This design comes from an exercise in tuning for a short achievable clock period and few clock cycles per item on the open sky130 flow, not from production work. In this exercise RTL edits were held to simulation tests only and were not proved equivalent to the original.

// biquad_iir_filter
module biquad_iir_filter (
  input  wire logic                                clk_i,
  input  wire logic                                rst_ni,
  input  wire logic                                cfg_we_i,
  input  wire logic [bqf_pkg::CFG_IDX_W-1:0]       cfg_idx_i,
  input  wire logic [bqf_pkg::CFG_DATA_W-1:0]      cfg_wdata_i,
  input  wire logic                                in_valid_i,
  output logic                                     in_stall_o,
  input  wire logic signed [bqf_pkg::SAMPLE_W-1:0] sample_in_i,
  input  wire logic                                start_block_i,
  output logic                                     out_valid_o,
  input  wire logic                                out_stall_i,
  output logic signed [bqf_pkg::SAMPLE_W-1:0]      sample_out_o,
  output logic                                     saturated_o
);
  logic [bqf_pkg::NMAG-1:0][bqf_pkg::MULT_W-1:0] ta1, ta2;
  logic [bqf_pkg::COEF_W-1:0]                    b0, b1, b2;
  logic [bqf_pkg::W-1:0]                         init1h;
  logic signed [bqf_pkg::INIT_W-1:0]             init2;
  logic [bqf_pkg::W-1:0]                         ka1h, ka1l, ka2h, ka2l;
  logic [5:0][bqf_pkg::W-1:0]                    ra1, ra2;
  logic                                          accept;
  logic                                          y_valid;
  logic [bqf_pkg::SAMPLE_W-1:0]                  y;
  logic                                          y_sat;
  logic [bqf_pkg::SAMPLE_W-1:0]                  sample_out;
  bqf_cfg u_cfg (
    .clk_i       (clk_i),
    .rst_ni      (rst_ni),
    .cfg_we_i    (cfg_we_i),
    .cfg_idx_i   (cfg_idx_i),
    .cfg_wdata_i (cfg_wdata_i),
    .b0_o        (b0),
    .b1_o        (b1),
    .b2_o        (b2),
    .ta1_o       (ta1),
    .ta2_o       (ta2),
    .init1h_o    (init1h),
    .init2_o     (init2),
    .ka1h_o      (ka1h),
    .ka1l_o      (ka1l),
    .ka2h_o      (ka2h),
    .ka2l_o      (ka2l),
    .ra1_o       (ra1),
    .ra2_o       (ra2)
  );
  bqf_ctrl u_ctrl (
    .clk_i        (clk_i),
    .rst_ni       (rst_ni),
    .in_valid_i   (in_valid_i),
  ...
For scale: roughly 76 I/O pins, ~0.12 mm² of cells after synthesis.
==> flow/config.mk <==
export PLATFORM = sky130hd
export DESIGN_NAME = biquad_iir_filter
export DESIGN_NICKNAME = biquad_iir_filter
export VERILOG_FILES = /design/flow/design.v
export SDC_FILE = /design/flow/constraint.sdc
export NUM_CORES = 4
export LEC_CHECK = 0
export CAP_MARGIN = 20
export CELL_PAD_IN_SITES_DETAIL_PLACEMENT = 1
export CELL_PAD_IN_SITES_GLOBAL_PLACEMENT = 1
export CORE_MARGIN = 2
export CORE_UTILIZATION = 25
export PLACE_DENSITY = 0.45
export SETUP_SLACK_MARGIN = 5
export SLEW_MARGIN = 20
==> flow/constraint.sdc <==
create_clock -name core_clock -period 10.0 [get_ports {clk_i}]
set_input_delay 2.0000 -clock core_clock [delete_from_list [all_inputs] [get_ports {clk_i}]]
set_output_delay 2.0000 -clock core_clock [all_outputs]
set_load 0.01 [all_outputs]
run.sh (not shown) runs the stock make flow with config.mk's settings and CLKGATE_MAP_FILE= SYNTH_SCRIPT=/design/flow/synth_recipe.tcl, a recipe that flattens the netlist after the stock synthesis.
The first run passed the timing, DRC and antenna checks.
Testbench counts at the start, summed over its fixed seeds: cycles 2,088, items 2,048.
Change:
--- a/flow/design.v
+++ b/flow/design.v
@@ -442,44 +442,38 @@
   logic [W-1:0] sa_q, sb_q, sa_d, sb_d;
   logic [W-1:0] d2a_q, d2b_q, d2a_d, d2b_d;
   logic [W-1:0] l_b1x_q, l_b2x_q;
   logic         l_full_q;
   logic [W-1:0]  s_sum;
   logic          sat_hi, sat_lo;
   logic [SW-1:0] y_cur;
   assign s_sum  = sa_q + sb_q;
   assign sat_hi = !s_sum[W-1] && (s_sum[W-2:30] != '0);
   assign sat_lo =  s_sum[W-1] && (s_sum[W-2:30] != '1);
   assign y_cur  = sat_hi ? 16'h7fff : sat_lo ? 16'h8000 : s_sum[30:15];
-  logic [15:0] lsum, hs0, hs1;
-  logic        cin, c30_0, c30_1;
+  logic [15:0] lsum;
+  logic [16:0] v0, v1;
+  logic        cin;
   logic        m0_pos, m0_neg, m1_pos, m1_neg;
   assign lsum   = {1'b0, sa_q[14:0]} + {1'b0, sb_q[14:0]};
-  assign hs0    = {1'b0, sa_q[29:15]} + {1'b0, sb_q[29:15]};
-  assign hs1    = {1'b0, sa_q[29:15]} + {1'b0, sb_q[29:15]} + 16'd1;
   assign cin    = lsum[15];
-  assign c30_0  = hs0[15];
-  assign c30_1  = hs1[15];
-  assign m0_pos = !sa_q[30] && !sb_q[30] &&  c30_0;
-  assign m0_neg =  sa_q[30] &&  sb_q[30] && !c30_0;
-  assign m1_pos = !sa_q[30] && !sb_q[30] &&  c30_1;
-  assign m1_neg =  sa_q[30] &&  sb_q[30] && !c30_1;
+  assign v0     = {sa_q[30], sa_q[30:15]} + {sb_q[30], sb_q[30:15]};
+  assign v1     = {sa_q[30], sa_q[30:15]} + {sb_q[30], sb_q[30:15]} + 17'd1;
+  assign m0_pos = !v0[16] &&  v0[15];
+  assign m0_neg =  v0[16] && !v0[15];
+  assign m1_pos = !v1[16] &&  v1[15];
+  assign m1_neg =  v1[16] && !v1[15];
   logic [ND-1:0][W-1:0] pa1, pb1, pa2, pb2;
   logic [W-1:0]         ha1, hb1, ha2, hb2;
-  logic [15:0] sai_q, sbi_q;
-  always_ff @(posedge clk_i) begin
-    sai_q <= ~sa_d[30:15];
-    sbi_q <= ~sb_d[30:15];
-  end
-  bqf_pp u_pa1 (.y_i(~sai_q), .tab_i(ta1_i), .row_o(pa1), .hot_o(ha1));
-  bqf_pp u_pb1 (.y_i(~sbi_q), .tab_i(ta1_i), .row_o(pb1), .hot_o(hb1));
+  bqf_pp u_pa1 (.y_i(sa_q[30:15]), .tab_i(ta1_i), .row_o(pa1), .hot_o(ha1));
+  bqf_pp u_pb1 (.y_i(sb_q[30:15]), .tab_i(ta1_i), .row_o(pb1), .hot_o(hb1));
   bqf_pp u_pa2 (.y_i(sa_q[30:15]), .tab_i(ta2_i), .row_o(pa2), .hot_o(ha2));
   bqf_pp u_pb2 (.y_i(sb_q[30:15]), .tab_i(ta2_i), .row_o(pb2), .hot_o(hb2));
   logic [W-1:0] k1a, k1b, k0s, k0c;
   bqf_c42 u_k0 (.r_i({a_p_q, l_b1x_q, d2a_q, d2b_q}), .s_o(k0s), .c_o(k0c));
   bqf_c42 u_k1 (.r_i({k0s, k0c, ha1, hb1}), .s_o(k1a), .c_o(k1b));
   logic [W-1:0] k2a, k2b;
   bqf_csa u_k2 (.a_i(l_b2x_q), .b_i(ha2), .c_i(hb2), .s_o(k2a), .c_o(k2b));
   logic [W-1:0] late1, late2, l10, l11, l20, l21;
   always_comb begin
     if (m0_pos)      begin l10 = ra1_i[4]; l20 = ra2_i[4]; end
     else if (m0_neg) begin l10 = ra1_i[0]; l20 = ra2_i[0]; end
Effect: The new run ran to the end with no violations; via count goes up by 3.7%; first-iteration DRC count goes up by 20%; clock-buffer cell count goes down by 17; die area goes down by 0.46%; utilization goes up by 0.38 points; final area goes up by 1.1%; worst setup slack gets worse by 0.17 ns; non-clock buffer count goes up by 128; critical path depth goes down by 1; sequential share of layout area goes down by 0.70 points; global-route usage goes up by 2.5 points; fmax goes down by 3.3%.
Testbench counts after the change, summed over its fixed seeds: cycles 2,088, items 2,048.

==> static timing again, ports no longer ideal <==
Ports are ideal in the flow. The routed layouts listed here were re-timed in OpenROAD. Step 1 sets driving cells, clkbuf_16 on the clock port and buf_2 on the other inputs (assumed; they add their load-dependent delay and slew). Step 2 times the ports against the registers' clock, not the clock port: input delays grow and output delays shrink by t, the midpoint of the rising clock arrivals with the driver on. a / b / c = ideal ports / drivers / drivers and shift; a / b = the first two.
run | t (ns) | slack for setup (ns) | worst register clock-pin slew, ns | cell pins on the clock port's net
the first run | 1.034 | 5.003 / 5.003 / 5.003 | 0.07 / 0.07 | 1
the second run | 1.022 | 4.832 / 4.832 / 4.832 | 0.09 / 0.09 | 1
After both steps setup and hold are still met in every run listed.
